Context: an optimization exercise on an open-source flow, tuned for small area, a short achievable clock period and few clock cycles per item. The choices shown serve that exercise and are no tape-out recipe. Where RTL was checked, it was by simulation tests only, not by an equivalence proof against the original. Power and IR drop assume default switching activity.

Setup of the previous run:
Design query_filter, start of the top module:
module query_filter
(
	input  logic              clk,
	input  logic              rst,
	input  logic              cmd_pending,
	input  logic [query_pkg::BEAT_W-1:0] para_data,
	output logic              para_rd,
	output logic              cmd_ack,
	input  logic              rec_valid,
	input  logic [query_pkg::REC_W-1:0] rec_data,
	output logic              query_active,
	output logic              match_valid,
	output logic              match,
	output logic              query_done
);
Size: roughly 3000 cells after synthesis, roughly 780 flip-flops, ~520 I/O pins, ~48000 µm² of cells after synthesis.
Settings: LEC_CHECK=0, CAP_MARGIN=20, CORE_MARGIN=2, CORE_UTILIZATION=40, CTS_BUF_LIST=sky130_fd_sc_hd__clkbuf_8, CTS_CLUSTER_SIZE=20, SETUP_SLACK_MARGIN=3.5, SLEW_MARGIN=20, TNS_END_PERCENT=5; clock period 6.0 ns.
standard.sh (not shown) runs the stock make flow with config.mk's settings and CLKGATE_MAP_FILE= SYNTH_SCRIPT=/design/flow/synth_recipe.tcl, a recipe that flattens the netlist after the stock synthesis.
==> flow/flow/run.sh <==
#!/bin/bash
# The standard layout (the standard.sh: standard synthesis, floorplan, place, CTS, route),
# with one change: the port buffers that placement inserts are plain buffers
# (sky130_fd_sc_hd__buf_1) rather than the delay cells buffer_ports picks by default.
# Every port still gets its own buffer. make's full output goes to standard.log; each
# ORFS step's own log is under orfs/logs/.
set -euo pipefail
export BUFFER_PORTS_ARGS="-buffer_cell sky130_fd_sc_hd__buf_1"
bash standard.sh > standard.log 2>&1
Testbench counts of the previous run, summed over its fixed seeds: cycles 14,439, items 13,240.
Input changes introduced in the current run (baseline for comparison: the previous run):
Settings: removing CTS_BUF_LIST (formerly sky130_fd_sc_hd__clkbuf_8); changing SETUP_SLACK_MARGIN from 3.5 to 4.0; changing TNS_END_PERCENT from 5 to 1; removing CTS_CLUSTER_SIZE (formerly 20).
--- outcome ---
The current run: flow completed, timing, DRC and antenna clean. Cell-internal power: the current run vs the previous run up about 2.4%. Signed area change from the synthesized netlist to the final layout: the current run < the previous run. The previous run -> the current run: area of the core delta 0, exact match. On count of multi-input combinational gates, the previous run and the current run are basically level. Re area after synthesis: no difference whatsoever between the previous run and the current run. The current run ended up with a higher worst vdd rail ir drop than the previous run did. Against the previous run as the reference, the current run delivers a lower leakage power of the design. The previous run has a lower sum of internal, switching and leakage power than the current run. The fraction of the cycle the final worst path needs of the current run and that of the previous run are within noise of each other. Looking at the previous run and the current run, the number of instances in the placed design is a wash.

========
query_filter, a different RTL version from the one above (not shown whole).
Size: ~2900 cells after synthesis, ~660 flip-flops, about 520 I/O pins, roughly 44000 sq um of cells after synthesis.
Settings: LEC_CHECK=0, ABC_CLOCK_PERIOD_IN_PS=2500, CAP_MARGIN=20, CORE_MARGIN=2, CORE_UTILIZATION=40, SLEW_MARGIN=20; clock period 6.0 ns.
run.sh (not shown) runs the stock make flow with config.mk's settings and CLKGATE_MAP_FILE= SYNTH_SCRIPT=/design/flow/synth_recipe.tcl, a recipe that flattens the netlist after the stock synthesis.
Stock flow here: none of the scripts above is used.
The starting point completed without violations.
Then changed:
Settings changed: ABC_CLOCK_PERIOD_IN_PS 2500 to not set, SETUP_SLACK_MARGIN set to 3.2, TNS_END_PERCENT set to 5.
=>
- global-route usage climbs by 1.4 points
- cell area climbs by a few percent
- wire length climbs by a few percent
- clock-buffer cell count drops by 3
- setup slack improves by 1200 ps
Then changed:
Settings changed: SETUP_SLACK_MARGIN 3.2 to 3.5, TNS_END_PERCENT 5 to not set.
Non-clock buffer count climbs by 184.
Die area stays the same.
Sequential share of layout area drops by 2.7 points.
Utilization climbs by 4.5 points.
Critical path depth climbs by 2.
Routed wire length climbs by 14%.
Total power climbs by 1.3%.
No run of this note included a check of the RTL's function; only the layout flow was run.

========
oak:
Another version of the RTL of query_filter (not shown whole).
Size: roughly 690 flip-flops, ~520 I/O pins, roughly 45000 um2 of cells after synthesis.
make LEC_CHECK=0 CAP_MARGIN=20 CORE_MARGIN=2 CORE_UTILIZATION=40 SETUP_SLACK_MARGIN=3.5 SLEW_MARGIN=20 TNS_END_PERCENT=5 finish   # period 6.0 ns
Testbench counts of oak, summed over its fixed seeds: cycles 14,439, items 13,240.
diff inputs: oak => pine
Settings: a change of CORE_UTILIZATION from 40 to 55.
==> flow/flow/run.sh (new file) <==
#!/bin/bash
# The standard layout (the standard.sh: standard synthesis, floorplan, place, CTS, route),
# with one change: the port buffers that placement inserts are plain buffers
# (sky130_fd_sc_hd__buf_1) rather than the delay cells buffer_ports picks by default.
# Every port still gets its own buffer. make's full output goes to standard.log; each
# ORFS step's own log is under orfs/logs/.
set -euo pipefail
export BUFFER_PORTS_ARGS="-buffer_cell sky130_fd_sc_hd__buf_1"
bash standard.sh > standard.log 2>&1
==> flow/standard.sh (new file) <==
#!/bin/bash
# synth_recipe.tcl (not shown) runs the flow's synth.tcl, then flattens the netlist and writes it again
# the make line also repeats each setting of config.mk as NAME=value (left out here)
make -C /OpenROAD-flow-scripts/flow DESIGN_CONFIG=/design/flow/config.mk WORK_HOME=/design/flow/orfs CLKGATE_MAP_FILE= SYNTH_SCRIPT=/design/flow/synth_recipe.tcl "${@:-finish}"
removed: flow/run.sh
--- outcome ---
A launch point of the critical path of u_ctrl.cfgs[70]$_DFFE_PP_ is what pine shows, while u_ctrl.cfgs[298]$_DFFE_PP_ belongs to oak. On pine: global routing met1 resource utilization is 11 points higher than what oak gave. [compare] base=oak new=pine: count of routing violations after the opening detailed-route iteration climbed 6.7%; final cell count lost 458; placed wire-length estimate after detailed placement -15000 um; non-clock buffer count has decreased; worst slack at placement increased by 0.26 ns relative to the old numbers.

-- port drivers added, routing unchanged --
The results above use ideal ports. As a check the final layouts listed here were re-extracted and re-timed, cells and wires unchanged. Step 1 (the two cells are an assumption about what drives the block):
set clk [get_ports {clk}]
set_driving_cell -lib_cell sky130_fd_sc_hd__clkbuf_16 $clk
set_driving_cell -lib_cell sky130_fd_sc_hd__buf_2 [delete_from_list [all_inputs] $clk]
Step 2 times the ports against the registers' clock, not the clock port: input delays grow and output delays shrink by t, the midpoint of the rising clock arrivals with the driver on. Three values: ideal, step 1, step 2; two values: the first two.
run	t, ns	setup WS [ns]	worst data-port slew with drivers (ns)	cell pins on the clock port's net
the previous run	0.879	3.355 / 3.355 / 2.629	0.18	1
the current run	0.746	3.359 / 3.359 / 2.649	0.19	1
the first run of note 2	0.717	1.656 / 1.656 / 1.415	0.21	1
the second run of note 2	0.738	2.899 / 2.899 / 2.195	0.18	1
the third run of note 2	0.733	2.955 / 2.944 / 2.211	0.19	1
oak	0.734	3.136 / 3.096 / 2.362	0.22	1
pine	0.716	3.125 / 3.125 / 2.522	0.19	1
After both steps every run listed still meets setup and hold. The setup slack of oak, which loses most, moves by -0.040 ns with the drivers and by -0.774 ns with both steps.
